From an optimization exercise on the open Yosys and OpenROAD flow, aimed at small area; shortcuts taken in it are not production practice.
The RTL was checked by simulation tests, not by an equivalence proof against the original design.
Power is estimated from default activity; no workload was simulated.

==> design/flow/design.v <==
`timescale 1ns/1ps
package dac_spi_pkg;
  localparam logic [3:0] CMD_WR_IN      = 4'h0;
  localparam logic [3:0] CMD_UPD        = 4'h1;
  localparam logic [3:0] CMD_WR_UPD_ALL = 4'h2;
  localparam logic [3:0] CMD_WR_UPD     = 4'h3;
  localparam int DAC_FRAME_BITS = 24;
  localparam int COMM_MSB       = 23;
  localparam int ADDR_MSB       = 19;
  localparam int DATA_MSB       = 15;
  typedef enum logic [1:0] {
    ST_IDLE  = 2'd0,
    ST_SHIFT = 2'd1,
    ST_DONE  = 2'd2
  } rx_state_e;
endpackage
`timescale 1ns/1ps
module spi_in_sync #(
  parameter int   STAGES  = 2,
  parameter logic RST_VAL = 1'b0
) (
  input  logic clk,
  input  logic rst,
  input  logic din,
  output logic dout,
  output logic rise,
  output logic fall
);
  logic [STAGES-1:0] sync_q, sync_d;
  logic              prev_q, prev_d;
  always_comb begin
    sync_d = {sync_q[STAGES-2:0], din};
    prev_d = sync_q[STAGES-1];
  end
  always_ff @(posedge clk or negedge rst) begin
    if (!rst) begin
      sync_q <= {STAGES{RST_VAL}};
      prev_q <= RST_VAL;
    end else begin
      sync_q <= sync_d;
      prev_q <= prev_d;
    end
  end
  assign dout = sync_q[STAGES-1];
  assign rise = dout & ~prev_q;
  assign fall = ~dout & prev_q;
endmodule
`timescale 1ns/1ps
module dac_spi_rx #(
  parameter int SYNC_STAGES = 2,
  parameter int NBITS       = 24,
  parameter int NCH         = 16
) (
  input  logic        clk,
  input  logic        rst,
  input  logic        spi_sync,
  input  logic        spi_sclk,
  input  logic        spi_data,
  input  logic [3:0]  rd_addr,
  output logic [15:0] rd_data,
  output logic        rx_valid,
  output logic [3:0]  rx_comm,
  output logic [3:0]  rx_addr,
  output logic [15:0] rx_data,
  output logic        frame_err,
  output logic        busy
);
  logic sync_s, sync_rise, sync_fall;
  logic sclk_s, sclk_rise, sclk_fall;
  logic data_s, data_rise, data_fall;
  logic unused_edges;
  spi_in_sync #(.STAGES(SYNC_STAGES), .RST_VAL(1'b1)) u_sync_sync (
    .clk(clk), .rst(rst), .din(spi_sync), .dout(sync_s), .rise(sync_rise), .fall(sync_fall));
  spi_in_sync #(.STAGES(SYNC_STAGES), .RST_VAL(1'b1)) u_sclk_sync (
    .clk(clk), .rst(rst), .din(spi_sclk), .dout(sclk_s), .rise(sclk_rise), .fall(sclk_fall));
  spi_in_sync #(.STAGES(SYNC_STAGES), .RST_VAL(1'b0)) u_data_sync (
    .clk(clk), .rst(rst), .din(spi_data), .dout(data_s), .rise(data_rise), .fall(data_fall));
  assign unused_edges = ^{sync_s, sclk_s, sclk_rise, data_rise, data_fall};
  dac_spi_pkg::rx_state_e                 state_q, state_d;
  logic [dac_spi_pkg::DAC_FRAME_BITS-1:0] sr_q, sr_d;
  logic [4:0]                cnt_q, cnt_d;
  logic                      rx_valid_q, rx_valid_d;
  logic                      frame_err_q, frame_err_d;
  logic [3:0]                rx_comm_q, rx_comm_d;
  logic [3:0]                rx_addr_q, rx_addr_d;
  logic [15:0]               rx_data_q, rx_data_d;
  logic                      good;
  always_comb begin
    state_d     = state_q;
    sr_d        = sr_q;
    cnt_d       = cnt_q;
    good        = 1'b0;
    frame_err_d = 1'b0;
    case (state_q)
      dac_spi_pkg::ST_IDLE: begin
        if (sync_fall) begin
          state_d = dac_spi_pkg::ST_SHIFT;
          cnt_d   = '0;
        end
      end
      dac_spi_pkg::ST_SHIFT: begin
        if (sclk_fall) begin
          sr_d = {sr_q[dac_spi_pkg::DAC_FRAME_BITS-2:0], data_s};
          if (cnt_q != 5'd31) cnt_d = cnt_q + 5'd1;
        end
        if (sync_rise) state_d = dac_spi_pkg::ST_DONE;
      end
      dac_spi_pkg::ST_DONE: begin
        state_d = dac_spi_pkg::ST_IDLE;
        if (cnt_q == 5'(NBITS)) good = 1'b1;
        else                    frame_err_d = 1'b1;
      end
      default: state_d = dac_spi_pkg::ST_IDLE;
    endcase
    rx_valid_d = good;
    rx_comm_d  = good ? sr_q[dac_spi_pkg::COMM_MSB -: 4]  : rx_comm_q;
    rx_addr_d  = good ? sr_q[dac_spi_pkg::ADDR_MSB -: 4]  : rx_addr_q;
    rx_data_d  = good ? sr_q[dac_spi_pkg::DATA_MSB -: 16] : rx_data_q;
  end
  always_ff @(posedge clk or negedge rst) begin
    if (!rst) begin
      state_q     <= dac_spi_pkg::ST_IDLE;
      cnt_q       <= '0;
      rx_valid_q  <= 1'b0;
      frame_err_q <= 1'b0;
      rx_comm_q   <= '0;
      rx_addr_q   <= '0;
      rx_data_q   <= '0;
    end else begin
      state_q     <= state_d;
      cnt_q       <= cnt_d;
      rx_valid_q  <= rx_valid_d;
      frame_err_q <= frame_err_d;
      rx_comm_q   <= rx_comm_d;
      rx_addr_q   <= rx_addr_d;
      rx_data_q   <= rx_data_d;
    end
  end
  always_ff @(posedge clk) sr_q <= sr_d;
  logic [NCH-1:0][15:0] in_r, out_r;      
  logic [3:0]           plo_q, phi_q;     
  logic                 ready_q;          
  logic                 pend_q;           
  logic                 run_q;            
  logic                 act;              
  logic                 c_wr;             
  logic                 p_hit, p_upd;
  logic [15:0]          in_new, out_new;
  assign c_wr  = (rx_comm_q[1:0] != 2'd1);
  logic p_first, p_last;    
  assign p_first = plo_q[0] & phi_q[0];
  assign p_last  = plo_q[3] & phi_q[3];
  assign act   = pend_q & (run_q | p_first);
  assign p_hit = plo_q[rx_addr_q[1:0]] & phi_q[rx_addr_q[3:2]];
  assign p_upd = (rx_comm_q[1:0] == 2'd2) | (rx_comm_q[0] & p_hit);
  assign in_new  = (~ready_q | (act & c_wr & p_hit)) ? rx_data_q : in_r[0];
  assign out_new = (~ready_q | (act & p_upd)) ? in_new : out_r[0];
  always_ff @(posedge clk) begin
    in_r  <= {in_new,  in_r[NCH-1:1]};
    out_r <= {out_new, out_r[NCH-1:1]};
  end
  always_ff @(posedge clk or negedge rst) begin
    if (!rst) begin
      plo_q   <= 4'b0001;
      phi_q   <= 4'b0001;
      ready_q <= 1'b0;
      pend_q  <= 1'b0;
      run_q   <= 1'b0;
    end else begin
      plo_q <= {plo_q[2:0], plo_q[3]};
      if (plo_q[3]) phi_q <= {phi_q[2:0], phi_q[3]};
      if (p_last) ready_q <= 1'b1;
      if (good) begin
        pend_q <= (sr_q[dac_spi_pkg::COMM_MSB -: 2] == 2'd0);
      end else if (act) begin
        if (p_last) begin
          pend_q <= 1'b0;
          run_q  <= 1'b0;
        end else begin
          run_q  <= 1'b1;
        end
      end
    end
  end
  logic [3:0] a_lo, a_hi;           
  logic [3:0] p_lo, p_hi0, p_hi1;   
  logic [3:0] p_gt;                 
  logic [3:0] p_hgt;                
  logic [3:0] r_lo1, r_hi0, r_hi1;
  logic [3:0] r_l0, r_l1;           
  logic       r_borrow, r_done, r_lt_hi, r_eq_hi;
  always_comb begin
    for (int m = 0; m < 4; m++) begin
      a_lo[m]  = (rd_addr[1:0] == 2'(m));
      a_hi[m]  = (rd_addr[3:2] == 2'(m));
      p_lo[m]  = plo_q[m];
      p_hi0[m] = phi_q[m];
      p_hi1[m] = phi_q[(m + 3) % 4];
      p_gt[m]  = |(plo_q >> (m + 1));
      p_hgt[m] = |(phi_q >> (m + 1));
    end
    for (int j = 0; j < 4; j++) begin
      r_lo1[j] = 1'b0;
      r_hi0[j] = 1'b0;
      r_hi1[j] = 1'b0;
      for (int m = 0; m < 4; m++) begin
        r_lo1[j] = r_lo1[j] | (a_lo[m] & p_lo[(m - j + 4) % 4]);
        r_hi0[j] = r_hi0[j] | (a_hi[m] & p_hi0[(m - j + 4) % 4]);
        r_hi1[j] = r_hi1[j] | (a_hi[m] & p_hi1[(m - j + 4) % 4]);
      end
    end
    r_borrow = 1'b0;
    r_lt_hi  = 1'b0;
    r_eq_hi  = 1'b0;
    for (int m = 0; m < 4; m++) begin
      r_borrow = r_borrow | (a_lo[m] & p_gt[m]);
      r_lt_hi  = r_lt_hi  | (a_hi[m] & p_hgt[m]);
      r_eq_hi  = r_eq_hi  | (a_hi[m] & p_hi0[m]);
    end
    for (int j = 0; j < 4; j++) begin
      r_l1[j] = r_lo1[j] & p_gt[3 - j];
      r_l0[j] = r_lo1[j] & ~p_gt[3 - j];
    end
    r_done = r_lt_hi | (r_eq_hi & r_borrow);
  end
  logic r_hit, r_upd, r_new, use_rx, use_in, use_out;
  assign r_hit = (rd_addr == rx_addr_q);
  assign r_upd = (rx_comm_q[1:0] == 2'd2) | (rx_comm_q[0] & r_hit);
  assign r_new = pend_q & ~(run_q & r_done) & r_upd;
  assign use_rx  = ~ready_q | (r_new & c_wr & r_hit);
  assign use_in  = ~use_rx & r_new;
  assign use_out = ~use_rx & ~r_new;
  logic [NCH-1:0] r_oh;
  always_comb begin
    for (int k = 0; k < NCH; k++) r_oh[k] = (r_l1[k % 4] & r_hi1[k / 4]) | (r_l0[k % 4] & r_hi0[k / 4]);
  end
  for (genvar b = 0; b < 16; b++) begin : g_rd
    logic [5:0] yo, yi;
    logic       po, pi;
    for (genvar j = 0; j < 5; j++) begin : g_j
      dac_spi_aoi222 u_o (.a0(out_r[3*j][b]), .b0(r_oh[3*j]), .a1(out_r[3*j+1][b]), .b1(r_oh[3*j+1]),
                          .a2(out_r[3*j+2][b]), .b2(r_oh[3*j+2]), .y(yo[j]));
      dac_spi_aoi222 u_i (.a0(in_r[3*j][b]), .b0(r_oh[3*j]), .a1(in_r[3*j+1][b]), .b1(r_oh[3*j+1]),
                          .a2(in_r[3*j+2][b]), .b2(r_oh[3*j+2]), .y(yi[j]));
    end
    assign yo[5] = ~(out_r[15][b] & r_oh[15]);
    assign yi[5] = ~(in_r[15][b] & r_oh[15]);
    assign po = ~&yo;
    assign pi = ~&yi;
    assign rd_data[b] = (po & use_out) | (pi & use_in) | (rx_data_q[b] & use_rx);
  end
  assign rx_valid  = rx_valid_q;
  assign frame_err = frame_err_q;
  assign rx_comm   = rx_comm_q;
  assign rx_addr   = rx_addr_q;
  assign rx_data   = rx_data_q;
  assign busy      = (state_q == dac_spi_pkg::ST_SHIFT);
endmodule
module dac_spi_aoi222 (
  input  logic a0, b0, a1, b1, a2, b2,
  output logic y
);
  assign y = ~((a0 & b0) | (a1 & b1) | (a2 & b2));
endmodule
==> design/flow/flow/run.sh <==
#!/bin/bash
# Own layout flow: the standard synthesis, then the standard ORFS steps with:
#  - port buffers of a plain buffer cell (sky130_fd_sc_hd__buf_1) that the resizer may resize
#    freely (MATCH_CELL_FOOTPRINT=0), instead of a delay-buffer footprint,
#  - clock tree synthesis with small clock buffers and small sink clusters, and no dummy
#    balancing loads.
# Each tool's output goes to synth.log / layout.log in the work folder.
set -euo pipefail
cd "$(dirname "$0")/.."
bash standard.sh synth > synth.log 2>&1
bash standard.sh \
  "BUFFER_PORTS_ARGS=-buffer_cell sky130_fd_sc_hd__buf_1" \
  "CTS_ARGS=-sink_clustering_enable -repair_clock_nets -sink_clustering_size 10 -sink_clustering_max_diameter 30 -buf_list {sky130_fd_sc_hd__clkbuf_4} -dont_use_dummy_load" \
  "MATCH_CELL_FOOTPRINT=0" \
  finish > layout.log 2>&1
==> design/flow/standard.sh <==
#!/bin/bash
# synth_recipe.tcl (not shown) runs the flow's synth.tcl, then flattens the netlist and writes it again
# the make line also repeats each setting of config.mk as NAME=value (left out here)
make -C /OpenROAD-flow-scripts/flow DESIGN_CONFIG=/design/flow/config.mk WORK_HOME=/design/flow/orfs CLKGATE_MAP_FILE= SYNTH_SCRIPT=/design/flow/synth_recipe.tcl "${@:-finish}"
==> design/flow/config.mk <==
export PLATFORM = sky130hd
export DESIGN_NAME = dac_spi_rx
export DESIGN_NICKNAME = dac_spi_rx
export VERILOG_FILES = /design/flow/design.v
export SDC_FILE = /design/flow/constraint.sdc
export NUM_CORES = 4
export LEC_CHECK = 0
export CAP_MARGIN = 20
export CORE_MARGIN = 2
export CORE_UTILIZATION = 40
export GPL_TIMING_DRIVEN = 0
export SLEW_MARGIN = 20
export SYNTH_HIERARCHICAL = 1
export SYNTH_MINIMUM_KEEP_SIZE = 0
==> design/flow/constraint.sdc <==
create_clock -name core_clock -period 5.0 [get_ports {clk}]
set_input_delay 1.0000 -clock core_clock [delete_from_list [all_inputs] [get_ports {clk}]]
set_output_delay 1.0000 -clock core_clock [all_outputs]
set_load 0.01 [all_outputs]
==> qor.csv, run 1 <==
stage,metric,value,unit
outcome,status,timing/DRC/antenna clean,
drt,post-DR wirelength/cell,22.76,µm
drt,DRC,0,
critical_path,Startpoint Class,flop,
power_and_ir_drop,PwrDens,380.8,nW/µm²
cts,clock buffer depth,3,
critical_path,Setup Crit Path Kind,flop to output pin,
sta,Fmax,0.2078,GHz
floorplan,num rows,74,
critical_path,Worst Path Arrival,3810,ps
cts,Skew-Pair Late Insertion Delay,800,ps
job,Max-Cap Viols,0,
sta,Final Cycle Share,96.23,%
floorplan,Die W,207.2,µm
final_layout,"commonest non-fill, non-tap cells in the layout","512 x dfxtp_1, 160 x a222oi_1, 99 x clkbuf_4",
sta,"Hold Violations, Final",0,
drt,Routed Wire Length,40850,µm
power_and_ir_drop,Pleak,7.152,nW
global_route,initial antenna violation count,2,
global_route,vias in the first global route,10590,
global_route,total gr overflow,0,
synth,syn nets,1091,
cts,CTS tree,yes,
sta,Least-Margin Pin Slew,1016,ps
cts,H-tree lvl count,3,
power_and_ir_drop,worst vdd ir,198.1,µV
sta,Clock Skews,117.6,ps
synth,Synth Area per Inst,15.31,µm²
drt,total number of vias,10170,
cts,Worst-path clk slew,100,ps
place,GP Congestion,0.7273,
critical_path,CP Capture Type,output pin,
place,pre-CTS WS,-594.8,ps
synth,Post-Syn Area,16520,µm²
sta,Worst slew margin,31.82,%
floorplan,Starting Density,40.46,%
floorplan,io pins,52,
sta,Final WS setup,188.6,ps
final_layout,# fillers,3572,
sta,Final setup viols,0,
floorplan,core area,40830,µm²
cts,CTS Buf Count,98,
global_route,largest net degree at the start of global routing,34,
cts,Root Buffer,clkbuf_4,
synth,Synth Instances,1079,
final_layout,Area Overhead vs Synth,14.91,%
min_path,HP Class,input pin to asynchronous set/reset pin,
drt,first-iteration detailed-routing DRC count,1069,
global_route,first-pass GRT wire length,62300,µm
drt,Pre-antenna DRT Iters,9,
final_layout,"commonest non-fill, non-tap cell in the layout",dfxtp_1,
cts,TritonCTS Sinks,588,
global_route,GRT Total Usage,18.86,%
final_layout,final core utilization,46.49,%
critical_path,worst endpoint required time,4000,ps
sta,Final min period,4811,ps
sta,Hold Slack,112.0,ps
drt,post-route antenna net violation count,0,
drt,DR vias/cell,5.667,
final_layout,share of cells above drive strength 1,21.62,%
final_layout,# nets final,1272,
floorplan,Die H,207.2,µm
floorplan,die area,42940,µm²
power_and_ir_drop,Pwr Total,0.007230,W
synth,Synth warnings,9,
critical_path,CP max FO,17,
sta,Final Max Tran Viols,0,
place,DP Wirelength,25450,µm
place,port buffer count,49,
critical path: stages (launching register included):
cell,delay [ps]
dfstp_2,590
mux2i_1,100
mux2_2,410
mux2_2,340
nor2_4,560
buf_12,260
a222oi_1,120
nand3_1,150
a21oi_1,60
o22ai_2,130
a21o_1,150
buf_1,160
metrics by stage:
step           setup TNS (ps)  instances  area, µm²
6_report                    0       1795      18980
5_1_grt                -73.69       1795      18980
4_1_cts                     0       1784      18900
3_5_place_dp            -8273       1684      18090
3_3_place_gp           -41930       1660      17370
2_1_floorplan               0       1079      16520
per-layer routing:
| metal | wire length, µm | vias up | track usage [%] |
|---|---|---|---|
| met4 | 754 | 0 | 6.256 |
| met5 | 0 | - | 0 |
| met2 | 18690 | 351 | 29.55 |
| met3 | 2763 | 72 | 4.372 |
| li1 | - | 4642 | - |
| met1 | 18640 | 5107 | 25.82 |
layout make-up:
cell class / count / area [µm²] / share of cell area, %
diodes: 5 / 12.51 / 0.06591
plain buffers: 19 / 172.7 / 0.9095
clock buffers: 98 / 735.7 / 3.875
inverters: 6 / 22.52 / 0.1186
multi-input cells: 466 / 4279 / 22.54
flip-flops and latches: 588 / 12280 / 64.69
well taps: 532 / 665.6 / 3.506
repair buffers: 81 / 814.5 / 4.291
where the power goes:
part / total, W / switching (W) / internal, W / leakage [nW]
clock network: 0.00235 / 0.00145 / 0.000895 / 0.451
logic: 0.000103 / 0.0000627 / 0.0000399 / 1.67
registers: 0.00478 / 0.0000236 / 0.00475 / 5.03
sequential cells by signal (all words and copies together), names as in the netlist, 5 cells and up:
signal and flops:
rx_data_q 16, out_r 256, sr_q 24, cnt_q 5
in_r 256
repair_timing:
item	in CTS	in global routing
setup endpoints to repair	16	16
pin swaps	2	3
hold buffers	0	0
resized for setup	8	7
setup buffers	2	6
cloned	0	0
worst paths after layout:
path                       cells after the start            startpoint                        to  slack [ps]
min in group core_clock                        0      in_r[95]$_DFF_P_          in_r[79]$_DFF_P_         260
min                                            1                   rst  rx_data_q[8]$_DFFE_PN0P_         110
max in group asynchronous                      2                   rst        plo_q[0]$_DFF_PN1_        4220
max reg2reg                                    5    plo_q[0]$_DFF_PN1_        out_r[245]$_DFF_P_        2320
max                                           11  phi_q[0]$_DFFE_PN1P_                rd_data[9]         190
min reg2reg                                    0      in_r[95]$_DFF_P_          in_r[79]$_DFF_P_         260
==> run 2: changes to the inputs <==
--- a/design/flow/config.mk
+++ b/design/flow/config.mk
@@ -6,9 +6,9 @@
 export NUM_CORES = 4
 export LEC_CHECK = 0
-export CAP_MARGIN = 20
+export CAP_MARGIN = 5
 export CORE_MARGIN = 2
 export CORE_UTILIZATION = 40
 export GPL_TIMING_DRIVEN = 0
-export SLEW_MARGIN = 20
+export SLEW_MARGIN = 5
 export SYNTH_HIERARCHICAL = 1
 export SYNTH_MINIMUM_KEEP_SIZE = 0
==> run 2 against run 1 <==
Critical endpoint is now rd_data[1]; global-route usage rose by 0.10 points; setup slack got worse by 29 ps; critical path depth up 3; die area unchanged; sequential power is essentially flat; wire length is 0.98% higher; first-iteration DRC count increased by 3.2%; still clean; sequential share of layout area is 0.26 points lower; total power rose by 0.32%; highest routed layer unchanged; synthesized area did not move; critical path type is now input pin to output pin.
==> qor.csv, run 2 <==
stage,metric,value,unit,change
outcome,status,timing/DRC/antenna clean,,
drt,total number of vias,10260,,+0.89%
place,GP Congestion,0.7273,,unchanged
critical_path,Crit path buffers/inverters,5,,+3
synth,Post-Syn Area,16520,µm²,unchanged
place,port buffer count,49,,unchanged
sta,Clock Skews,138.5,ps,+20.88 ps
cts,H-tree lvl count,3,,unchanged
critical_path,WP depth,14,,+3
min_path,HP Class,input pin to asynchronous set/reset pin,,
sta,Worst slew margin,30.10,%,-1.7 points
cts,TritonCTS Sinks,588,,unchanged
drt,first-iteration detailed-routing DRC count,1103,,+3.2%
floorplan,core area,40830,µm²,unchanged
global_route,GRT Total Usage,18.96,%,+0.10 points
drt,top sig layer,met4,,
final_layout,largest registers,"in_r: 256 flops, out_r: 256 flops, sr_q: 24 flops",,
global_route,initial antenna violation count,1,,-1
critical_path,CP Cell Sequence,"buf_1, buf_4, mux2_2, o221ai_4, buf_12, o22ai_4, buf_12, a222oi_1, and3_1, nand3_1, a21oi_1, o22ai_2, a21o_1, buf_1",,
final_layout,final core utilization,46.68,%,+0.19 points
cts,Worst-path clk slew,80,ps,-20 ps
cts,clock buffer depth,3,,unchanged
sta,Final Max Tran Viols,0,,unchanged
critical_path,Critical Path Source,rd_addr[1],,
drt,Pre-antenna DRT Iters,6,,-3
critical_path,Crit path max-delay family,compound AO/OA/AOI/OAI gates,,
critical_path,"slowest stage cell, crit path",mux2_2,,
floorplan,die area,42940,µm²,unchanged
critical_path,worst endpoint required time,4000,ps,about the same
power_and_ir_drop,PwrDens,380.5,nW/µm²,about the same
final_layout,"commonest non-fill, non-tap cells in the layout","512 x dfxtp_1, 160 x a222oi_1, 99 x clkbuf_4",,
sta,Final Cycle Share,96.81,%,+0.58 points
sta,Final setup viols,0,,unchanged
cts,Root Buffer,clkbuf_4,,
critical_path,Startpoint Class,input pin,,
final_layout,Area Overhead vs Synth,15.38,%,
drt,Routed Wire Length,41250,µm,+0.98%
power_and_ir_drop,worst vdd ir,184.9,µV,-6.7%
sta,Fmax,0.2066,GHz,-0.60%
global_route,vias in the first global route,10670,,+0.70%
place,DP Wirelength,24830,µm,-2.4%
floorplan,Starting Density,40.46,%,unchanged
cts,Skew-Pair Late Insertion Delay,800,ps,about the same
critical_path,reg-to-reg endpoint,out_r[254]$_DFF_P_,,
drt,wire length on met2,19030,µm,+1.9%
power_and_ir_drop,Pleak,7.195,nW,+0.60%
critical_path,CP max FO,10,,-7
critical_path,worst reg2reg setup slack,2280,ps,-40 ps
sta,"Hold Violations, Final",0,,unchanged
critical_path,CP Capture Type,output pin,,
drt,WL met1,18190,µm,-2.4%
final_layout,share of cells above drive strength 1,22.02,%,+0.40 points
synth,Synth Instances,1079,,unchanged
final_layout,design area,19060,µm²,+0.41%
global_route,largest net degree at the start of global routing,34,,unchanged
sta,Least-Margin Pin Slew,1041,ps,+25.60 ps
drt,DRC,0,,unchanged
critical_path,crit-path max cell delay,400,ps,-190 ps
place,dpl cell area,18000,µm²,-0.50%
critical_path,reg-to-reg critical path startpoint,phi_q[0]$_DFFE_PN1P_,,
drt,post-route antenna net violation count,0,,unchanged
drt,metal3 WL,3179,µm,+15%
sta,Setup TNS Final,0,ps,unchanged
critical_path,critical path capture point,rd_data[1],,
drt,DR vias/cell,5.702,,+0.61%
floorplan,Die W,207.2,µm,unchanged
cts,CTS tree,yes,,
critical_path,Setup Crit Path Kind,input pin to output pin,,
floorplan,Die H,207.2,µm,unchanged
sta,Final min period,4840,ps,+28.94 ps
job,Max-Cap Viols,0,,unchanged
floorplan,num rows,74,,unchanged
global_route,total gr overflow,0,,unchanged
final_layout,"commonest non-fill, non-tap cell in the layout",dfxtp_1,,
drt,post-DR wirelength/cell,22.92,µm,+0.70%
floorplan,io pins,52,,unchanged
final_layout,# nets final,1281,,+0.71%
critical_path,FF-to-FF path depth,5,,unchanged
synth,syn nets,1091,,unchanged
synth,Synth Area per Inst,15.31,µm²,unchanged
global_route,first-pass GRT wire length,62530,µm,+0.38%
synth,Synth warnings,9,,unchanged
critical_path,Worst Path Arrival,3840,ps,+30 ps
cts,CTS Buf Count,99,,+1.0%
[run 2: cell type report]
type                    instances  area, µm²
diodes                          1      2.502
plain buffers                  19      168.9
multi-input cells             466       4274
well taps                     532      665.6
fillers                      3570      21770
inverters                       6      22.52
clock buffers                  99      743.2
repair buffers                 89      903.4
flip-flops and latches        588      12280
[run 2: stage by stage]
stage / power (W) / setup WS [ps] / hold slack, ps / std cells
floorplan: 0.004942 / 346.2 / 330.5 / 1079
global placement: 0.004979 / -2692 / 332.5 / 1660
detailed placement: 0.004990 / -703.0 / 334.5 / 1680
CTS: 0.007330 / 17.29 / 116.9 / 1780
global route: 0.007556 / -7.045 / 146.8 / 1800
finish: 0.007253 / 159.6 / 190.7 / 1800
[run 2: worst min-delay path by stage]
stage,cells past startpoint,slack [ps],to,from
after floorplan,0,330,in_r[128]$_DFF_P_,in_r[144]$_DFF_P_
after global placement,0,330,u_data_sync.sync_q[1]$_DFF_PN0_,u_data_sync.sync_q[0]$_DFF_PN0_
after detailed placement,0,330,out_r[89]$_DFF_P_,out_r[105]$_DFF_P_
after CTS,1,120,rx_data_q[4]$_DFFE_PN0P_,rst
after global routing,1,150,rx_data_q[4]$_DFFE_PN0P_,rst
final,1,190,rx_data_q[4]$_DFFE_PN0P_,rst
[run 2: layer usage]
metal	vias to the layer above	global-route usage, %
met5	-	0
met4	0	6.700
met3	71	4.493
met2	381	29.11
met1	5150	26.26
li1	4661	-
[run 2: what timing repair did]
action / CTS / global route
resized for setup: 9 / 5
hold endpoints to repair: 0 / 0
pin swaps: 1 / 7
setup buffers: 1 / 17
setup endpoints to repair: 16 / 16
hold buffers: 0 / 0
cloned: 0 / 2
[run 2: power breakdown]
part	switching [W]	internal, W	total (W)	leakage, nW
registers	0.0000240	0.00476	0.00478	5.03
logic	0.0000639	0.0000435	0.000107	1.71
clock network	0.00147	0.000902	0.00237	0.455
==> run 3: changes to the inputs <==
--- a/design/flow/flow/run.sh
+++ b/design/flow/flow/run.sh
@@ -11,5 +11,5 @@
 bash standard.sh \
   "BUFFER_PORTS_ARGS=-buffer_cell sky130_fd_sc_hd__buf_1" \
-  "CTS_ARGS=-sink_clustering_enable -repair_clock_nets -sink_clustering_size 10 -sink_clustering_max_diameter 30 -buf_list {sky130_fd_sc_hd__clkbuf_4} -dont_use_dummy_load" \
+  "CTS_ARGS=-sink_clustering_enable -repair_clock_nets -sink_clustering_size 12 -sink_clustering_max_diameter 25 -buf_list {sky130_fd_sc_hd__clkbuf_4} -dont_use_dummy_load" \
   "MATCH_CELL_FOOTPRINT=0" \
   finish > layout.log 2>&1
--- a/design/flow/config.mk
+++ b/design/flow/config.mk
@@ -6,9 +6,10 @@
 export NUM_CORES = 4
 export LEC_CHECK = 0
-export CAP_MARGIN = 5
+export CAP_MARGIN = 20
 export CORE_MARGIN = 2
 export CORE_UTILIZATION = 40
 export GPL_TIMING_DRIVEN = 0
-export SLEW_MARGIN = 5
+export SETUP_SLACK_MARGIN = -0.1
+export SLEW_MARGIN = 20
 export SYNTH_HIERARCHICAL = 1
 export SYNTH_MINIMUM_KEEP_SIZE = 0
==> run 3 against run 2 <==
Highest routed layer unchanged; utilization rose by 0.064 points; largest power group unchanged; first-iteration DRC count fell by 6.0%; still clean; clock power rose by 8.9%.
==> qor.csv, run 3 <==
stage,metric,value,unit,change
drt,DR vias/cell,5.627,,-1.3%
min_path,HP Class,input pin to asynchronous set/reset pin,,
floorplan,Starting Density,40.46,%,unchanged
cts,CTS Buf Count,118,,+19%
sta,"Hold Violations, Final",0,,unchanged
critical_path,Startpoint Class,input pin,,
floorplan,core area,40830,µm²,unchanged
floorplan,die area,42940,µm²,unchanged
global_route,initial antenna violation count,2,,+1
power_and_ir_drop,Net Sw Frac,21.42,%,about the same
power_and_ir_drop,Int Power,0.005863,W,+2.9%
global_route,Top Usage Layer GRT,met2,,
power_and_ir_drop,PwrDens,390.8,nW/µm²,+2.7%
place,dpl cell area,18090,µm²,+0.50%
sta,Final setup viols,0,,unchanged
global_route,GRT Total Usage,18.97,%,about the same
critical_path,"slowest stage cell, crit path",a221o_1,,
critical_path,Crit path buffers/inverters,5,,unchanged
drt,Routed Wire Length,40920,µm,-0.79%
critical_path,Worst Path Arrival,3870,ps,+30 ps
cts,H-tree lvl count,3,,unchanged
sta,Final Cycle Share,97.47,%,+0.66 points
synth,Synth warnings,9,,unchanged
cts,CTS tree,yes,,
cts,clock buffer depth,3,,unchanged
global_route,vias in the first global route,10740,,+0.72%
synth,Post-Syn Area,16520,µm²,unchanged
floorplan,Die H,207.2,µm,unchanged
cts,Worst-path clk slew,80,ps,about the same
drt,post-DR wirelength/cell,22.60,µm,-1.4%
sta,Worst slew margin,30.43,%,+0.33 points
critical_path,CP max FO,13,,+3
critical_path,CP Capture Type,output pin,,
critical_path,Crit path max-delay family,compound AO/OA/AOI/OAI gates,,
drt,post-route antenna net violation count,0,,unchanged
global_route,GR Util met1,25.99,%,-0.27 points
final_layout,design area,19090,µm²,+0.14%
global_route,met3 Use GR,4.448,%,-0.045 points
drt,first-iteration detailed-routing DRC count,1037,,-6.0%
final_layout,Area Overhead vs Synth,15.54,%,
global_route,total gr overflow,0,,unchanged
global_route,first-pass GRT wire length,62720,µm,+0.30%
cts,TritonCTS Sinks,588,,unchanged
critical_path,CP Cell Sequence,"buf_1, buf_4, nor3b_1, a221o_1, o22ai_4, buf_16, buf_16, a222oi_1, and3_1, nand3_1, a21oi_1, o22ai_2, a21o_1, buf_1",,
cts,Root Buffer,clkbuf_4,,
cts,Skew-Pair Late Insertion Delay,820,ps,+20 ps
sta,Final Max Tran Viols,0,,unchanged
global_route,GR Layer Usage met2,29.49,%,+0.38 points
sta,Setup TNS Final,0,ps,unchanged
place,port buffer count,49,,unchanged
floorplan,Die W,207.2,µm,unchanged
synth,Synth Instances,1079,,unchanged
final_layout,share of cells above drive strength 1,22.49,%,+0.47 points
final_layout,# nets final,1290,,+0.70%
floorplan,num rows,74,,unchanged
drt,Pre-antenna DRT Iters,6,,unchanged
critical_path,Setup Crit Path Kind,input pin to output pin,,
place,DP Wirelength,25450,µm,+2.5%
sta,Clock Skews,81.14,ps,-57.33 ps
job,Max-Cap Viols,0,,unchanged
floorplan,io pins,52,,unchanged
power_and_ir_drop,P_sw,0.001598,W,+2.9%
power_and_ir_drop,Pleak,7.219,nW,+0.34%
place,GP Congestion,0.7273,,unchanged
global_route,largest net degree at the start of global routing,34,,unchanged
sta,Final min period,4874,ps,+33.24 ps
drt,DRC,0,,unchanged
critical_path,crit-path max cell delay,370,ps,-30 ps
synth,Synth Area per Inst,15.31,µm²,unchanged
sta,Hold Slack,107.6,ps,-83.01 ps
power_and_ir_drop,Comb pwr share,1.4,%,about the same
final_layout,"commonest non-fill, non-tap cells in the layout","512 x dfxtp_1, 160 x a222oi_1, 119 x clkbuf_4",,
synth,syn nets,1091,,unchanged
final_layout,"commonest non-fill, non-tap cell in the layout",dfxtp_1,,
sta,Least-Margin Pin Slew,1037,ps,-4.922 ps
final_layout,largest registers,"in_r: 256 flops, out_r: 256 flops, sr_q: 24 flops",,
drt,total number of vias,10190,,-0.71%
power_and_ir_drop,worst vdd ir,202.0,µV,+9.2%
power_and_ir_drop,Clk network pwr share,34.6,%,+2.0 points
power_and_ir_drop,Seq pwr share,64.1,%,-1.8 points
final_layout,# fillers,3570,,unchanged
critical_path,worst endpoint required time,4000,ps,about the same
outcome,status,timing/DRC/antenna clean,,
sta,Fmax,0.2052,GHz,-0.68%
## run 3: power by group through the flow
stage	logic (W)	clock network [W]	registers [W]
floorplan	0.0000655	0	0.00488
global placement	0.0000944	0	0.00488
detailed placement	0.000102	0	0.00488
CTS	0.000104	0.00266	0.00478
global route	0.000114	0.00288	0.00478
finish	0.000102	0.00258	0.00478
## run 3: repair_timing
item,4_1_cts,5_1_grt
setup buffers,0,6
pin swaps,0,3
gates resized for setup,7,3
endpoints found under the setup margin,16,14
hold buffers,0,0
## run 3: layout make-up
type	count	area, µm²	share of cell area [%]
flip-flops and latches	588	12280	64.34
multi-input cells	466	4270	22.37
clock buffers	118	885.9	4.641
repair buffers	79	785.8	4.116
well taps	532	665.6	3.487
plain buffers	19	168.9	0.8849
inverters	6	22.52	0.1180
diodes	3	7.507	0.03933
## run 3: worst register-to-register path: cells and delay by family, from the launching register on
kind | cells | cell delay, ps
compound gates | 2 | 820
mux | 2 | 690
buf+inv | 1 | 490
flops | 1 | 610
## run 3: per-layer routing
metal	wire (µm)	part of all wire, %	vias to the layer above
li1	-	-	4679
met1	18390	45	5071
met2	18770	46	383
met3	3027	7.4	57
met4	733	1.8	0
met5	0	0	-
## run 3: path summary, 6_finish.rpt
check	from	to	slack [ps]	cells after the start
worst min register to register	in_r[141]$_DFF_P_	in_r[125]$_DFF_P_	270	0
min in group core_clock	in_r[141]$_DFF_P_	in_r[125]$_DFF_P_	270	0
max in group asynchronous	rst	plo_q[0]$_DFF_PN1_	4250	2
worst min-delay path	rst	rx_data_q[4]$_DFFE_PN0P_	110	1
worst max-delay path	rd_addr[1]	rd_data[5]	130	14
worst max register to register	plo_q[0]$_DFF_PN1_	out_r[245]$_DFF_P_	2320	5
## run 3: through the flow
step                power (W)  std cells  util, %  setup WS [ps]
floorplan            0.004942       1079        -          346.2
global placement     0.004979       1660    42.54          -2692
detailed placement   0.004986       1684    44.30         -594.8
CTS                  0.007544       1802    46.60         -106.4
global route         0.007780       1811    46.75         -103.9
finish               0.007460       1811    46.75          126.4
==> run 4: changes to the inputs <==
--- a/design/flow/flow/run.sh
+++ b/design/flow/flow/run.sh
@@ -11,5 +11,5 @@
 bash standard.sh \
   "BUFFER_PORTS_ARGS=-buffer_cell sky130_fd_sc_hd__buf_1" \
-  "CTS_ARGS=-sink_clustering_enable -repair_clock_nets -sink_clustering_size 12 -sink_clustering_max_diameter 25 -buf_list {sky130_fd_sc_hd__clkbuf_4} -dont_use_dummy_load" \
+  "CTS_ARGS=-sink_clustering_enable -repair_clock_nets -sink_clustering_size 12 -sink_clustering_max_diameter 30 -buf_list {sky130_fd_sc_hd__clkbuf_4} -dont_use_dummy_load" \
   "MATCH_CELL_FOOTPRINT=0" \
   finish > layout.log 2>&1
--- a/design/flow/config.mk
+++ b/design/flow/config.mk
@@ -8,5 +8,5 @@
 export CAP_MARGIN = 20
 export CORE_MARGIN = 2
-export CORE_UTILIZATION = 40
+export CORE_UTILIZATION = 50
 export GPL_TIMING_DRIVEN = 0
 export SETUP_SLACK_MARGIN = -0.1
==> run 4 against run 3 <==
Non-clock buffer count is 3 lower; sequential power about the same; cell area fell by 1.5%; synthesized area is the same; utilization rose by 11 points; first-iteration DRC count rose by 14%; register-to-register slack lost 40 ps; count of clock-buffer cells in the layout is 17 lower; clock power is 8.1% lower; final cell count is 6.2% lower; combinational power barely moved.
==> qor.csv, run 4 <==
stage,metric,value,unit,change
drt,Routed Wire Length,39770,µm,-2.8%
sta,Worst slew margin,35.37,%,+4.9 points
power_and_ir_drop,Pleak,7.126,nW,-1.3%
floorplan,core area,32540,µm²,-20%
drt,total number of vias,10080,,-1.1%
final_layout,"commonest non-fill, non-tap cell in the layout",dfxtp_1,,
drt,Pre-antenna DRT Iters,6,,unchanged
cts,CTS Buf Count,101,,-14%
power_and_ir_drop,Seq pwr share,65.9,%,+1.8 points
sta,Hold Slack,164.7,ps,+57.08 ps
critical_path,reg-to-reg endpoint,out_r[245]$_DFF_P_,,
floorplan,die area,34510,µm²,-20%
cts,TritonCTS Sinks,588,,unchanged
power_and_ir_drop,P_sw,0.001541,W,-3.6%
final_layout,area of the multi-input gates,4270,µm²,unchanged
critical_path,Worst path most repeated cell,buf_1,,
drt,post-route antenna net violation count,0,,unchanged
synth,Post-Syn Area,16520,µm²,unchanged
sta,Final Max Tran Viols,0,,unchanged
synth,Synth Instances,1079,,unchanged
global_route,first-pass GRT wire length,60830,µm,-3.0%
critical_path,crit-path max cell delay,400,ps,+30 ps
synth,Synth Area per Inst,15.31,µm²,unchanged
place,Placed Cells,1594,,-5.3%
cts,CTS tree,yes,,
power_and_ir_drop,Int Power,0.005715,W,-2.5%
drt,post-DR wirelength/cell,23.41,µm,+3.6%
critical_path,worst reg2reg setup slack,2280,ps,-40 ps
global_route,initial antenna violation count,1,,-1
final_layout,Finished Layout Cells,1699,,-6.2%
sta,"Hold Violations, Final",0,,unchanged
floorplan,num rows,66,,-11%
final_layout,share of cells above drive strength 1,21.26,%,-1.2 points
sta,Fmax,0.2031,GHz,-1.0%
min_path,HP Class,input pin to asynchronous set/reset pin,,
place,dpl cell area,17950,µm²,-0.76%
place,DP Wirelength,25190,µm,-1.0%
final_layout,# nets final,1270,,-1.6%
final_layout,# fillers,2665,,-25%
power_and_ir_drop,worst vdd ir,196.6,µV,-2.7%
global_route,largest net degree at the start of global routing,35,,+2.9%
drt,first-iteration detailed-routing DRC count,1184,,+14%
place,GP Congestion,0.7958,,+9.4%
cts,clock buffer depth,3,,unchanged
floorplan,Starting Density,50.78,%,+10 points
critical_path,Crit path buffers/inverters,6,,+1
floorplan,Die H,185.8,µm,-10%
critical_path,Worst Path Arrival,3920,ps,+50 ps
critical_path,worst endpoint required time,4000,ps,about the same
global_route,total gr overflow,0,,unchanged
power_and_ir_drop,Pwr Total,0.007256,W,-2.7%
drt,DR vias/cell,5.934,,+5.5%
critical_path,Setup Crit Path Kind,input pin to output pin,,
final_layout,design area,18810,µm²,-1.5%
power_and_ir_drop,Comb pwr share,1.4,%,about the same
cts,Root Buffer,clkbuf_4,,
final_layout,"commonest non-fill, non-tap cells in the layout","512 x dfxtp_1, 160 x a222oi_1, 102 x clkbuf_4",,
power_and_ir_drop,Net Sw Frac,21.24,%,-0.18 points
critical_path,FF-to-FF path depth,5,,unchanged
critical_path,CP max FO,11,,-2
critical_path,"slowest stage cell, crit path",mux2_2,,
global_route,GRT Total Usage,23.63,%,+4.7 points
power_and_ir_drop,Clk network pwr share,32.7,%,-1.9 points
critical_path,Startpoint Class,input pin,,
critical_path,CP Cell Sequence,"buf_1, buf_4, mux2_2, o221ai_4, buf_12, o22ai_4, buf_16, buf_8, a222oi_1, and3_1, nand3_1, a21oi_1, o22ai_2, a21o_1, buf_1",,
sta,Least-Margin Pin Slew,963.0,ps,-73.59 ps
floorplan,io pins,52,,unchanged
synth,Synth warnings,9,,unchanged
cts,Worst-path clk slew,100,ps,+20 ps
drt,DRC,0,,unchanged
synth,syn nets,1091,,unchanged
final_layout,Area Overhead vs Synth,13.84,%,
cts,# hold bufs at CTS,0,,unchanged
global_route,vias in the first global route,10350,,-3.7%
final_layout,largest registers,"in_r: 256 flops, out_r: 256 flops, sr_q: 24 flops",,
cts,H-tree lvl count,3,,unchanged
critical_path,reg-to-reg critical path startpoint,phi_q[0]$_DFFE_PN1P_,,
outcome,status,timing/DRC/antenna clean,,
job,Max-Cap Viols,0,,unchanged
critical_path,CP Capture Type,output pin,,
place,pre-CTS WS,-660.1,ps,-65.33 ps
sta,Final setup viols,0,,unchanged
critical_path,Crit path max-delay family,compound AO/OA/AOI/OAI gates,,
floorplan,Die W,185.8,µm,-10%
power_and_ir_drop,PwrDens,385.8,nW/µm²,-1.3%
sta,Final Cycle Share,98.48,%,+1.0 points
cts,Skew-Pair Late Insertion Delay,760,ps,-60 ps
place,port buffer count,49,,unchanged
sta,Final min period,4924,ps,+50.34 ps
sta,Final WS setup,76.04,ps,-50.34 ps
sta,Clock Skews,81.37,ps,+0.2319 ps
final_layout,register area,12280,µm²,unchanged
[run 4: cell count changes in the layout (fill, tap and decap cells not counted), sizes merged]
cell	before	now
clkbuf	125	108
diode	3	1
buf	91	88
[run 4: repair_timing]
item                                    in CTS  in global routing
pin swaps                                    2                  1
gates resized for setup                      7                  4
buffers inserted                             2                  1
endpoints found under the setup margin      16                 16
[run 4: power groups by stage]
stage,Clock [W],Combinational [W],Sequential [W]
after global placement,0,0.0000960,0.00488
final,0.00237,0.000103,0.00478
after global routing,0.00267,0.000117,0.00478
after floorplan,0,0.0000655,0.00488
after CTS,0.00246,0.000103,0.00478
after detailed placement,0,0.000101,0.00488
[run 4: cell type report]
type | count | area share [%]
inverters | 6 | 0.1197
multi-input cells | 466 | 22.70
diodes | 1 | 0.01330
well taps | 442 | 2.940
clock buffers | 101 | 4.031
flip-flops and latches | 588 | 65.30
plain buffers | 19 | 0.8981
repair buffers | 76 | 3.991
[run 4: how the worst max path moves through the flow]
stage | startpoint | to | slack (ps) | cells after the start
2_1_floorplan | rd_addr[1] | rd_data[14] | 350 | 10
3_3_place_gp | rd_addr[1] | rd_data[13] | -2630 | 12
3_5_place_dp | rd_addr[1] | rd_data[5] | -660 | 13
4_1_cts | phi_q[3]$_DFFE_PN0P_ | rd_data[12] | -80 | 12
5_1_grt | rd_addr[1] | rd_data[5] | -80 | 15
6_report | rd_addr[1] | rd_data[10] | 80 | 15
[run 4: metrics by stage]
step           setup TNS (ps)  utilization [%]
2_1_floorplan               0                -
3_3_place_gp           -41110            53.04
3_5_place_dp            -9266            55.17
4_1_cts                -489.9            57.68
5_1_grt                -406.0            57.81
6_report                    0            57.81
[run 4: routing by layer]
metal,GRT usage [%],wire length [µm],part of all wire (%)
met1,32.40,17930,45
met3,5.087,2484,6.2
met2,37.44,18640,47
met4,7.717,713,1.8
met5,0,0,0
==> run 5: changes to the inputs <==
--- a/design/flow/config.mk
+++ b/design/flow/config.mk
@@ -8,5 +8,5 @@
 export CAP_MARGIN = 20
 export CORE_MARGIN = 2
-export CORE_UTILIZATION = 50
+export CORE_UTILIZATION = 40
 export GPL_TIMING_DRIVEN = 0
 export SETUP_SLACK_MARGIN = -0.1
==> run 5 against run 4 <==
Synthesized cell count stayed put; first-iteration DRC count is 12% lower; register-to-register slack better by 60 ps; clock power is 2% lower; non-clock buffer count is 1 higher; hold slack worse by 56 ps; count of clock-buffer cells in the layout is 5 lower; utilization is 11 points lower; largest cell class unchanged; largest power group unchanged; highest routed layer unchanged.
==> qor.csv, run 5 <==
stage,metric,value,unit,change
critical_path,critical path capture point,rd_data[5],,
drt,total number of vias,10150,,+0.62%
power_and_ir_drop,Pleak,7.109,nW,-0.24%
floorplan,num rows,74,,+12%
global_route,first-pass GRT wire length,62220,µm,+2.3%
critical_path,Setup Crit Path Kind,input pin to output pin,,
final_layout,"commonest non-fill, non-tap cell in the layout",dfxtp_1,,
sta,Final Max Tran Viols,0,,unchanged
floorplan,core area,40830,µm²,+25%
power_and_ir_drop,Int Power,0.005671,W,-0.77%
critical_path,FF-to-FF path depth,5,,unchanged
drt,first-iteration detailed-routing DRC count,1046,,-12%
sta,Clock Skews,116.2,ps,+34.86 ps
final_layout,largest registers,"in_r: 256 flops, out_r: 256 flops, sr_q: 24 flops",,
drt,Pre-antenna DRT Iters,8,,+2
global_route,GRT Total Usage,18.83,%,-4.8 points
final_layout,# nets final,1266,,-0.31%
power_and_ir_drop,P_sw,0.001530,W,-0.73%
global_route,total gr overflow,0,,unchanged
cts,CTS tree,yes,,
floorplan,Die H,207.2,µm,+12%
sta,Setup TNS Final,0,ps,unchanged
sta,Worst slew margin,32.77,%,-2.6 points
cts,# hold bufs at CTS,0,,unchanged
final_layout,"commonest non-fill, non-tap cells in the layout","512 x dfxtp_1, 160 x a222oi_1, 97 x clkbuf_4",,
sta,"Hold Violations, Final",0,,unchanged
critical_path,"slowest stage cell, crit path",a221o_1,,
sta,Final min period,4882,ps,-41.58 ps
synth,Synth Instances,1079,,unchanged
drt,DR vias/cell,5.677,,-4.3%
power_and_ir_drop,Pwr Total,0.007201,W,-0.76%
critical_path,Critical Path Source,rd_addr[1],,
sta,Least-Margin Pin Slew,1002,ps,+38.74 ps
sta,Final Cycle Share,97.65,%,-0.83 points
power_and_ir_drop,Net Sw Frac,21.24,%,about the same
synth,Synth warnings,9,,unchanged
drt,post-DR wirelength/cell,22.81,µm,-2.5%
place,port buffer count,49,,unchanged
global_route,initial antenna violation count,2,,+1
critical_path,CP Capture Type,output pin,,
cts,Worst-path clk slew,110,ps,about the same
outcome,status,timing/DRC/antenna clean,,
synth,Synth Area per Inst,15.31,µm²,unchanged
job,Max-Cap Viols,0,,unchanged
critical_path,worst endpoint required time,4000,ps,about the same
critical_path,reg-to-reg critical path startpoint,plo_q[0]$_DFF_PN1_,,
final_layout,share of cells above drive strength 1,21.01,%,-0.25 points
power_and_ir_drop,Comb pwr share,1.4,%,about the same
cts,CTS Buf Count,96,,-5.0%
cts,TritonCTS Sinks,588,,unchanged
final_layout,Area Overhead vs Synth,14.45,%,
synth,Post-Syn Area,16520,µm²,unchanged
sta,Final setup viols,0,,unchanged
drt,Routed Wire Length,40770,µm,+2.5%
critical_path,Startpoint Class,input pin,,
critical_path,CP max FO,13,,+2
power_and_ir_drop,PwrDens,380.8,nW/µm²,-1.3%
critical_path,crit-path max cell delay,370,ps,-30 ps
drt,post-route antenna net violation count,0,,unchanged
min_path,HP Class,input pin to asynchronous set/reset pin,,
floorplan,Starting Density,40.46,%,-10 points
cts,Skew-Pair Late Insertion Delay,810,ps,+50 ps
synth,syn nets,1091,,unchanged
critical_path,reg-to-reg endpoint,out_r[245]$_DFF_P_,,
sta,Fmax,0.2048,GHz,+0.85%
floorplan,Die W,207.2,µm,+12%
critical_path,Worst Path Arrival,3880,ps,-40 ps
place,GP Congestion,0.7273,,-8.6%
power_and_ir_drop,Seq pwr share,66.4,%,+0.5 points
critical_path,worst reg2reg setup slack,2340,ps,+60 ps
power_and_ir_drop,worst vdd ir,179.5,µV,-8.7%
cts,Root Buffer,clkbuf_4,,
global_route,largest net degree at the start of global routing,34,,-2.9%
cts,clock buffer depth,3,,unchanged
critical_path,CP Cell Sequence,"buf_1, buf_4, nor3b_1, a221o_1, o22ai_4, buf_16, buf_16, a222oi_1, and3_1, nand3_1, a21oi_1, o22ai_2, a21o_1, buf_1",,
power_and_ir_drop,Clk network pwr share,32.2,%,-0.5 points
cts,H-tree lvl count,3,,unchanged
floorplan,io pins,52,,unchanged
drt,DRC,0,,unchanged
floorplan,die area,42940,µm²,+24%
global_route,vias in the first global route,10600,,+2.5%
place,DP Wirelength,25450,µm,+1.0%
==> run 5: cell count changes in the layout (fill, tap and decap cells not counted), sizes merged <==
| cell | change |
|---|---|
| clkbuf | -5 |
| diode | +2 |
| buf | +1 |
==> run 5: repair_timing <==
action	4_1_cts	5_1_grt
pin swaps	0	3
resized for setup	7	3
endpoints found under the setup margin	16	14
setup buffers	0	4
==> run 5: final cells by class <==
cell class                      instances  area [µm²]
Timing Repair Buffer                   77       770.7
Sequential cell                       588       12280
Multi-Input combinational cell        466        4270
Buffer                                 19       168.9
Inverter                                6       22.52
Tap cell                              532       665.6
Fill cell                            3589       21920
Antenna cell                            3       7.507
Clock buffer                           96       720.7
==> run 5: worst max-delay path: cells and delay by family <==
kind                   cells  cell delay, ps
AOI/OAI and AO/OA          6            1430
and+or+nand+nor            3             500
buffers and inverters      5             930
==> run 5: stage by stage <==
| step | utilization, % | area [µm²] | setup slack [ps] | instances | hold WS [ps] |
|---|---|---|---|---|---|
| floorplan | - | 16520 | 346.2 | 1079 | 330.5 |
| global placement | 42.54 | 17370 | -2692 | 1660 | 332.5 |
| detailed placement | 44.30 | 18090 | -594.8 | 1684 | 335.5 |
| CTS | 46.19 | 18860 | -106.4 | 1780 | 67.62 |
| global route | 46.31 | 18910 | -94.87 | 1787 | 55.10 |
| finish | 46.31 | 18910 | 117.6 | 1787 | 109.0 |
==> run 5: power by group through the flow <==
stage          Clock [W]  Sequential [W]  Combinational [W]
2_1_floorplan          0         0.00488          0.0000655
4_1_cts          0.00241         0.00478           0.000104
3_3_place_gp           0         0.00488          0.0000944
3_5_place_dp           0         0.00488           0.000102
5_1_grt          0.00260         0.00478           0.000114
6_report         0.00232         0.00478           0.000102
==> run 5: how the worst min path moves through the flow <==
stage               slack, ps                         endpoint                       startpoint
detailed placement        340                 in_r[33]$_DFF_P_                 in_r[49]$_DFF_P_
global route               60         rx_data_q[8]$_DFFE_PN0P_                              rst
CTS                        70         rx_data_q[2]$_DFFE_PN0P_                              rst
floorplan                 330                in_r[128]$_DFF_P_                in_r[144]$_DFF_P_
global placement          330  u_data_sync.sync_q[1]$_DFF_PN0_  u_data_sync.sync_q[0]$_DFF_PN0_
finish                    110         rx_data_q[8]$_DFFE_PN0P_                              rst
==> run 5: metal layers <==
metal	share of wire [%]	GRT usage, %	vias up	wire [µm]
met3	7.1	4.206	70	2880
met2	46	29.39	354	18720
met4	1.9	6.798	0	757
met5	0	0	-	0
li1	-	-	4634	-
met1	45	25.77	5087	18410
==> run 6: changes to the inputs <==
--- a/design/flow/config.mk
+++ b/design/flow/config.mk
@@ -10,4 +10,5 @@
 export CORE_UTILIZATION = 40
 export GPL_TIMING_DRIVEN = 0
+export PLACE_DENSITY = 0.75
 export SETUP_SLACK_MARGIN = -0.1
 export SLEW_MARGIN = 20
==> run 6 against run 5 <==
Critical path type unchanged; global-route usage fell by 0.87 points; clock power shrank 6%; first-iteration DRC count grew 37%; via count increased by 1.5%; fmax hardly changed; sequential share of layout area grew 0.65 points; die area unchanged; final cell count shrank 0.90%; setup slack is essentially flat; register-to-register slack lost 70 ps; count of clock-buffer cells in the layout down 13; total power shrank 2.0%.
==> qor.csv, run 6 <==
stage,metric,value,unit,change
sta,Fmax,0.2048,GHz,about the same
job,Max-Cap Viols,0,,unchanged
sta,Final min period,4882,ps,-0.3380 ps
global_route,total gr overflow,0,,unchanged
critical_path,FF-to-FF path depth,5,,unchanged
floorplan,Starting Density,40.46,%,unchanged
floorplan,io pins,52,,unchanged
global_route,first-pass GRT wire length,60420,µm,-2.9%
cts,Worst-path clk slew,110,ps,about the same
synth,Synth Area per Inst,15.31,µm²,unchanged
critical_path,worst reg2reg setup slack,2270,ps,-70 ps
floorplan,num rows,74,,unchanged
global_route,GRT Total Usage,17.96,%,-0.87 points
place,DP Wirelength,24360,µm,-4.3%
final_layout,largest registers,"in_r: 256 flops, out_r: 256 flops, sr_q: 24 flops",,
sta,Hold Slack,127.4,ps,+18.40 ps
drt,first-iteration detailed-routing DRC count,1434,,+37%
global_route,initial antenna violation count,1,,-1
critical_path,Critical Path Source,rd_addr[1],,
critical_path,worst endpoint required time,4000,ps,about the same
critical_path,Setup Crit Path Kind,input pin to output pin,,
drt,post-DR wirelength/cell,22.40,µm,-1.8%
sta,Final Max Tran Viols,0,,unchanged
final_layout,# fillers,3487,,-2.8%
drt,Pre-antenna DRT Iters,7,,-1
place,GP Congestion,0.7870,,+8.2%
sta,Final setup viols,0,,unchanged
final_layout,design area,18720,µm²,-0.99%
critical_path,reg-to-reg endpoint,out_r[250]$_DFF_P_,,
drt,Routed Wire Length,39670,µm,-2.7%
global_route,vias in the first global route,10610,,+0.047%
final_layout,# nets final,1252,,-1.1%
final_layout,"commonest non-fill, non-tap cell in the layout",dfxtp_1,,
cts,# hold bufs at CTS,0,,unchanged
floorplan,core area,40830,µm²,unchanged
outcome,status,timing/DRC/antenna clean,,
min_path,HP Class,input pin to asynchronous set/reset pin,,
power_and_ir_drop,Pleak,7.024,nW,-1.2%
drt,DRC,0,,unchanged
synth,syn nets,1091,,unchanged
critical_path,Worst path most repeated cell,buf_1,,
global_route,largest net degree at the start of global routing,38,,+12%
synth,Synth warnings,9,,unchanged
final_layout,Finished Layout Cells,1771,,-0.90%
critical_path,Worst Path Arrival,3880,ps,about the same
critical_path,CP Cell Sequence,"buf_1, clkbuf_4, mux2_2, o21ai_4, clkbuf_2, nor2_4, buf_16, a222oi_1, and3_1, nand3_1, a21oi_1, o22ai_2, a21o_1, buf_1",,
final_layout,area of the multi-input gates,4262,µm²,-0.21%
floorplan,Die W,207.2,µm,unchanged
synth,Post-Syn Area,16520,µm²,unchanged
place,dpl cell area,18000,µm²,-0.48%
sta,Worst slew margin,27.13,%,-5.6 points
power_and_ir_drop,PwrDens,376.8,nW/µm²,-1.1%
drt,total number of vias,10300,,+1.5%
sta,Least-Margin Pin Slew,1086,ps,+84.02 ps
drt,post-route antenna net violation count,0,,unchanged
critical_path,Crit path max-delay family,compound AO/OA/AOI/OAI gates,,
floorplan,Die H,207.2,µm,unchanged
critical_path,CP max FO,18,,+5
critical_path,reg-to-reg critical path startpoint,plo_q[0]$_DFF_PN1_,,
critical_path,Crit path buffers/inverters,5,,unchanged
critical_path,"slowest stage cell, crit path",mux2_2,,
critical_path,crit-path max cell delay,400,ps,+30 ps
sta,Clock Skews,125.8,ps,+9.571 ps
drt,DR vias/cell,5.814,,+2.4%
final_layout,"commonest non-fill, non-tap cells in the layout","512 x dfxtp_1, 160 x a222oi_1, 85 x clkbuf_4",,
cts,H-tree lvl count,3,,unchanged
cts,CTS tree,yes,,
cts,CTS Buf Count,83,,-14%
final_layout,Area Overhead vs Synth,13.32,%,
critical_path,Startpoint Class,input pin,,
cts,Skew-Pair Late Insertion Delay,760,ps,-50 ps
power_and_ir_drop,worst vdd ir,195.4,µV,+8.9%
critical_path,CP Capture Type,output pin,,
final_layout,share of cells above drive strength 1,20.11,%,-0.89 points
sta,Final Cycle Share,97.64,%,about the same
final_layout,register area,12280,µm²,unchanged
power_and_ir_drop,Pwr Total,0.007054,W,-2.0%
place,port buffer count,49,,unchanged
cts,clock buffer depth,3,,unchanged
cts,TritonCTS Sinks,588,,unchanged
sta,"Hold Violations, Final",0,,unchanged
synth,Synth Instances,1079,,unchanged
cts,Root Buffer,clkbuf_4,,
floorplan,die area,42940,µm²,unchanged
place,Placed Cells,1682,,-0.12%
[run 6: worst register-to-register path: cells and delay by family (launching register included)]
kind                   cells  cell delay [ps]
AO/OA/AOI/OAI              2              850
multiplexers               2              680
buffers and inverters      1              470
flip-flops                 1              610
[run 6: repair_timing]
action                                  in CTS  in global routing
pin swaps                                    0                  4
hold endpoints to repair                     0                  0
gates resized for setup                      4                  6
setup buffers                                0                  5
endpoints found under the setup margin      16                 15
[run 6: area by class of cell]
class | instances | share of cell area (%)
sequential | 588 | 65.60
multi-input combinational | 466 | 22.76
timing repair buffer | 76 | 3.716
tap | 532 | 3.555
clock buffer | 83 | 3.328
buffer | 19 | 0.9022
inverter | 6 | 0.1203
antenna | 1 | 0.01337
[run 6: routing by layer]
layer / track usage, % / vias to the layer above / share of wire [%]
li1: - / 4590 / -
met1: 24.73 / 5113 / 42
met2: 27.59 / 516 / 46
met3: 3.903 / 78 / 9.5
met4: 7.266 / 0 / 2.2
met5: 0 / - / 0
[run 6: power breakdown]
group          total (W)  switching (W)  internal (W)
clock            0.00217        0.00141      0.000764
combinational   0.000102      0.0000624     0.0000395
sequential       0.00478      0.0000246       0.00475
[run 6: stage by stage]
stage	setup WS (ps)	utilization, %	TNS, ps
after floorplan	346.2	-	0
after CTS	-61.32	45.67	-233.8
after global routing	-67.69	45.85	-235.7
after global placement	-2394	42.54	-37310
final	118.0	45.85	0
after detailed placement	-468.7	44.09	-6277
[run 6: worst max-delay path by stage]
stage / endpoint / slack [ps] / cells past startpoint
after floorplan: rd_data[14] / 350 / 10
after global placement: rd_data[5] / -2390 / 11
after detailed placement: rd_data[8] / -470 / 14
after CTS: rd_data[8] / -60 / 14
after global routing: rd_data[9] / -70 / 13
final: rd_data[9] / 120 / 14
==> run 7: changes to the inputs <==
--- a/design/flow/flow/run.sh
+++ b/design/flow/flow/run.sh
@@ -11,5 +11,5 @@
 bash standard.sh \
   "BUFFER_PORTS_ARGS=-buffer_cell sky130_fd_sc_hd__buf_1" \
-  "CTS_ARGS=-sink_clustering_enable -repair_clock_nets -sink_clustering_size 12 -sink_clustering_max_diameter 30 -buf_list {sky130_fd_sc_hd__clkbuf_4} -dont_use_dummy_load" \
+  "CTS_ARGS=-sink_clustering_enable -repair_clock_nets -sink_clustering_size 11 -sink_clustering_max_diameter 30 -buf_list {sky130_fd_sc_hd__clkbuf_4} -dont_use_dummy_load" \
   "MATCH_CELL_FOOTPRINT=0" \
   finish > layout.log 2>&1
--- a/design/flow/config.mk
+++ b/design/flow/config.mk
@@ -11,5 +11,4 @@
 export GPL_TIMING_DRIVEN = 0
 export PLACE_DENSITY = 0.75
-export SETUP_SLACK_MARGIN = -0.1
 export SLEW_MARGIN = 20
 export SYNTH_HIERARCHICAL = 1
==> run 7 against run 6 <==
Non-clock buffer count increased by 1; global-route usage is essentially flat; sequential share of layout area fell by 0.11 points; cell area up 0.17%; utilization increased by 0.080 points; via count about the same; largest power group unchanged; die area stayed put; setup slack improved by 53 ps; wire length fell by 0.41%; register-to-register slack got worse by 70 ps; clock power hardly changed; count of clock-buffer cells in the layout up 1.
==> qor.csv, run 7 <==
stage,metric,value,unit,change
outcome,status,timing/DRC/antenna clean,,
synth,Synth Area per Inst,15.31,µm²,unchanged
final_layout,# nets final,1254,,+0.16%
critical_path,Worst Path Arrival,3830,ps,-50 ps
cts,CTS Buf Count,84,,+1.2%
floorplan,Die W,207.2,µm,unchanged
power_and_ir_drop,P_sw,0.001499,W,+0.16%
drt,post-DR wirelength/cell,22.28,µm,-0.52%
floorplan,Die H,207.2,µm,unchanged
sta,Worst slew margin,28.88,%,+1.7 points
drt,Routed Wire Length,39510,µm,-0.41%
critical_path,worst reg2reg setup slack,2200,ps,-70 ps
sta,Setup TNS Final,0,ps,unchanged
cts,Skew-Pair Late Insertion Delay,760,ps,about the same
cts,clock buffer depth,3,,unchanged
floorplan,die area,42940,µm²,unchanged
final_layout,"commonest non-fill, non-tap cell in the layout",dfxtp_1,,
place,port buffer count,49,,unchanged
synth,Post-Syn Area,16520,µm²,unchanged
floorplan,Starting Density,40.46,%,unchanged
drt,Pre-antenna DRT Iters,8,,+1
sta,Hold Slack,212.2,ps,+84.77 ps
power_and_ir_drop,worst vdd ir,191.6,µV,-2.0%
critical_path,reg-to-reg critical path startpoint,plo_q[0]$_DFF_PN1_,,
global_route,first-pass GRT wire length,60470,µm,about the same
sta,Final Cycle Share,96.59,%,-1.1 points
sta,Fmax,0.2071,GHz,+1.1%
place,pre-CTS WS,-468.7,ps,unchanged
floorplan,core area,40830,µm²,unchanged
synth,Synth Instances,1079,,unchanged
sta,Final setup viols,0,,unchanged
job,Max-Cap Viols,0,,unchanged
global_route,largest net degree at the start of global routing,38,,unchanged
place,Placed Cells,1682,,unchanged
critical_path,Setup Crit Path Kind,input pin to output pin,,
final_layout,share of cells above drive strength 1,20.48,%,+0.37 points
sta,Least-Margin Pin Slew,1060,ps,-26.03 ps
power_and_ir_drop,PwrDens,376.7,nW/µm²,about the same
power_and_ir_drop,Comb pwr share,1.4,%,about the same
power_and_ir_drop,Clk network pwr share,30.9,%,about the same
synth,syn nets,1091,,unchanged
sta,Final WS setup,170.6,ps,+52.68 ps
final_layout,largest registers,"in_r: 256 flops, out_r: 256 flops, sr_q: 24 flops",,
sta,Final Max Tran Viols,0,,unchanged
cts,# hold bufs at CTS,0,,unchanged
min_path,HP Class,input pin to asynchronous set/reset pin,,
drt,total number of vias,10300,,+0.029%
global_route,vias in the first global route,10590,,-0.16%
global_route,initial antenna violation count,1,,unchanged
critical_path,reg-to-reg endpoint,out_r[249]$_DFF_P_,,
cts,TritonCTS Sinks,588,,unchanged
sta,Clock Skews,138.3,ps,+12.52 ps
critical_path,CP max FO,18,,unchanged
power_and_ir_drop,Pleak,7.036,nW,+0.17%
critical_path,CP Capture Type,output pin,,
sta,RSZ-0062 raised after global routing,false,,
cts,H-tree lvl count,3,,unchanged
global_route,total gr overflow,0,,unchanged
critical_path,Startpoint Class,input pin,,
place,DP Wirelength,24360,µm,unchanged
drt,DR vias/cell,5.809,,about the same
floorplan,num rows,74,,unchanged
sta,"Hold Violations, Final",0,,unchanged
synth,Synth warnings,9,,unchanged
drt,DRC,0,,unchanged
cts,Worst-path clk slew,110,ps,about the same
cts,Root Buffer,clkbuf_4,,
floorplan,io pins,52,,unchanged
global_route,GRT Total Usage,17.92,%,-0.039 points
power_and_ir_drop,Pwr Total,0.007066,W,+0.17%
final_layout,Area Overhead vs Synth,13.52,%,
place,GP Congestion,0.7870,,unchanged
final_layout,Finished Layout Cells,1773,,+0.11%
drt,post-route antenna net violation count,0,,unchanged
power_and_ir_drop,Seq pwr share,67.6,%,-0.2 points
drt,first-iteration detailed-routing DRC count,1405,,-2.0%
critical_path,FF-to-FF path depth,5,,unchanged
power_and_ir_drop,Int Power,0.005567,W,+0.17%
final_layout,"commonest non-fill, non-tap cells in the layout","512 x dfxtp_1, 160 x a222oi_1, 85 x clkbuf_4",,
critical_path,worst endpoint required time,4000,ps,about the same
sta,Final min period,4829,ps,-52.68 ps
cts,CTS tree,yes,,
power_and_ir_drop,Net Sw Frac,21.21,%,about the same
[run 7: layout make-up]
type	count	area, µm²
Sequential cell	588	12280
Buffer	19	168.9
Antenna cell	1	2.502
Multi-Input combinational cell	466	4279
Timing Repair Buffer	77	703.2
Inverter	6	22.52
Tap cell	532	665.6
Fill cell	3479	22080
Clock buffer	84	630.6
[run 7: power groups by stage]
stage               registers (W)   logic, W  clock network (W)
finish                    0.00478   0.000102            0.00218
global route              0.00478   0.000116            0.00242
CTS                       0.00478   0.000103            0.00223
detailed placement        0.00488   0.000102                  0
global placement          0.00488  0.0000927                  0
floorplan                 0.00488  0.0000655                  0
[run 7: per-stage QoR]
| step | util (%) | cell area, µm² |
|---|---|---|
| 3_5_place_dp | 44.09 | 18000 |
| 6_report | 45.93 | 18750 |
| 5_1_grt | 45.93 | 18750 |
| 2_1_floorplan | - | 16520 |
| 4_1_cts | 45.78 | 18690 |
| 3_3_place_gp | 42.54 | 17370 |
[run 7: worst max-delay path, cell delays in order]
cell	delay, ps
buf_1	160
buf_4	200
mux2_2	400
o21ai_4	220
clkbuf_2	220
nor2_4	150
buf_16	210
a222oi_1	320
and3_1	220
nand3_1	80
a21oi_1	190
o22ai_2	110
a21o_1	200
buf_1	140
[run 7: routing by layer]
layer | track usage [%] | share of wire, % | up-vias
li1 | - | - | 4601
met1 | 24.56 | 43 | 5135
met2 | 27.93 | 46 | 477
met3 | 3.782 | 8.8 | 87
met4 | 6.847 | 2.7 | 0
met5 | 0 | 0 | -
[run 7: how the worst max path moves through the flow]
stage / from / end / slack (ps) / cells after the start
4_1_cts: rd_addr[1] / rd_data[8] / 30 / 14
3_3_place_gp: rd_addr[1] / rd_data[5] / -2390 / 11
6_report: rd_addr[1] / rd_data[9] / 170 / 14
5_1_grt: rd_addr[1] / rd_data[5] / 8 / 14
3_5_place_dp: rd_addr[1] / rd_data[8] / -470 / 14
2_1_floorplan: rd_addr[1] / rd_data[14] / 350 / 10
[run 7: repair_timing]
item                                   4_1_cts  5_1_grt
setup endpoints to repair                   16       15
resized for setup                            8        7
endpoints found under the hold margin        0        0
pin swaps                                    2        3
buffers inserted                             2        4

-- port drivers added, routing unchanged --
In the flow no input, the clock included, has a driving cell. The finished layouts below were timed again as built, in two steps.
Step 1: set_driving_cell puts a clkbuf_16 on clk and a buf_2 on each other input, an assumption about the parent block.
Step 2 moves the port delays by t, midway between the first and last clock arrival at a register: inputs arrive t later, outputs are due t later. That takes back most of the time a late clock gives input paths.
a / b / c = ideal / step 1 / step 2; a / b = the first two.
| run | shift t [ns] | slack for setup (ns) | worst setup path at the end | latest minus earliest clock arrival (ns) | pins driven straight from the clock port |
|---|---|---|---|---|---|
| run 1 | 0.788 | 0.189 / 0.143 / 0.209 | input to output | 0.124 / 0.124 | 1 |
| run 2 | 0.779 | 0.160 / 0.127 / 0.134 | input to output | 0.139 / 0.140 | 1 |
| run 3 | 0.820 | 0.126 / 0.100 / 0.104 | input to output | 0.086 / 0.086 | 1 |
| run 4 | 0.764 | 0.076 / 0.054 / 0.054 | input to output | 0.084 / 0.085 | 1 |
| run 5 | 0.793 | 0.118 / 0.096 / 0.096 | input to output | 0.124 / 0.123 | 1 |
| run 6 | 0.748 | 0.118 / 0.088 / 0.088 | input to output | 0.136 / 0.136 | 1 |
| run 7 | 0.739 | 0.171 / 0.140 / 0.140 | input to output | 0.139 / 0.139 | 1 |
After both steps every run listed still meets setup and hold. The setup slack of run 7, which loses most, moves by -0.031 ns with the drivers and by -0.031 ns with both steps.
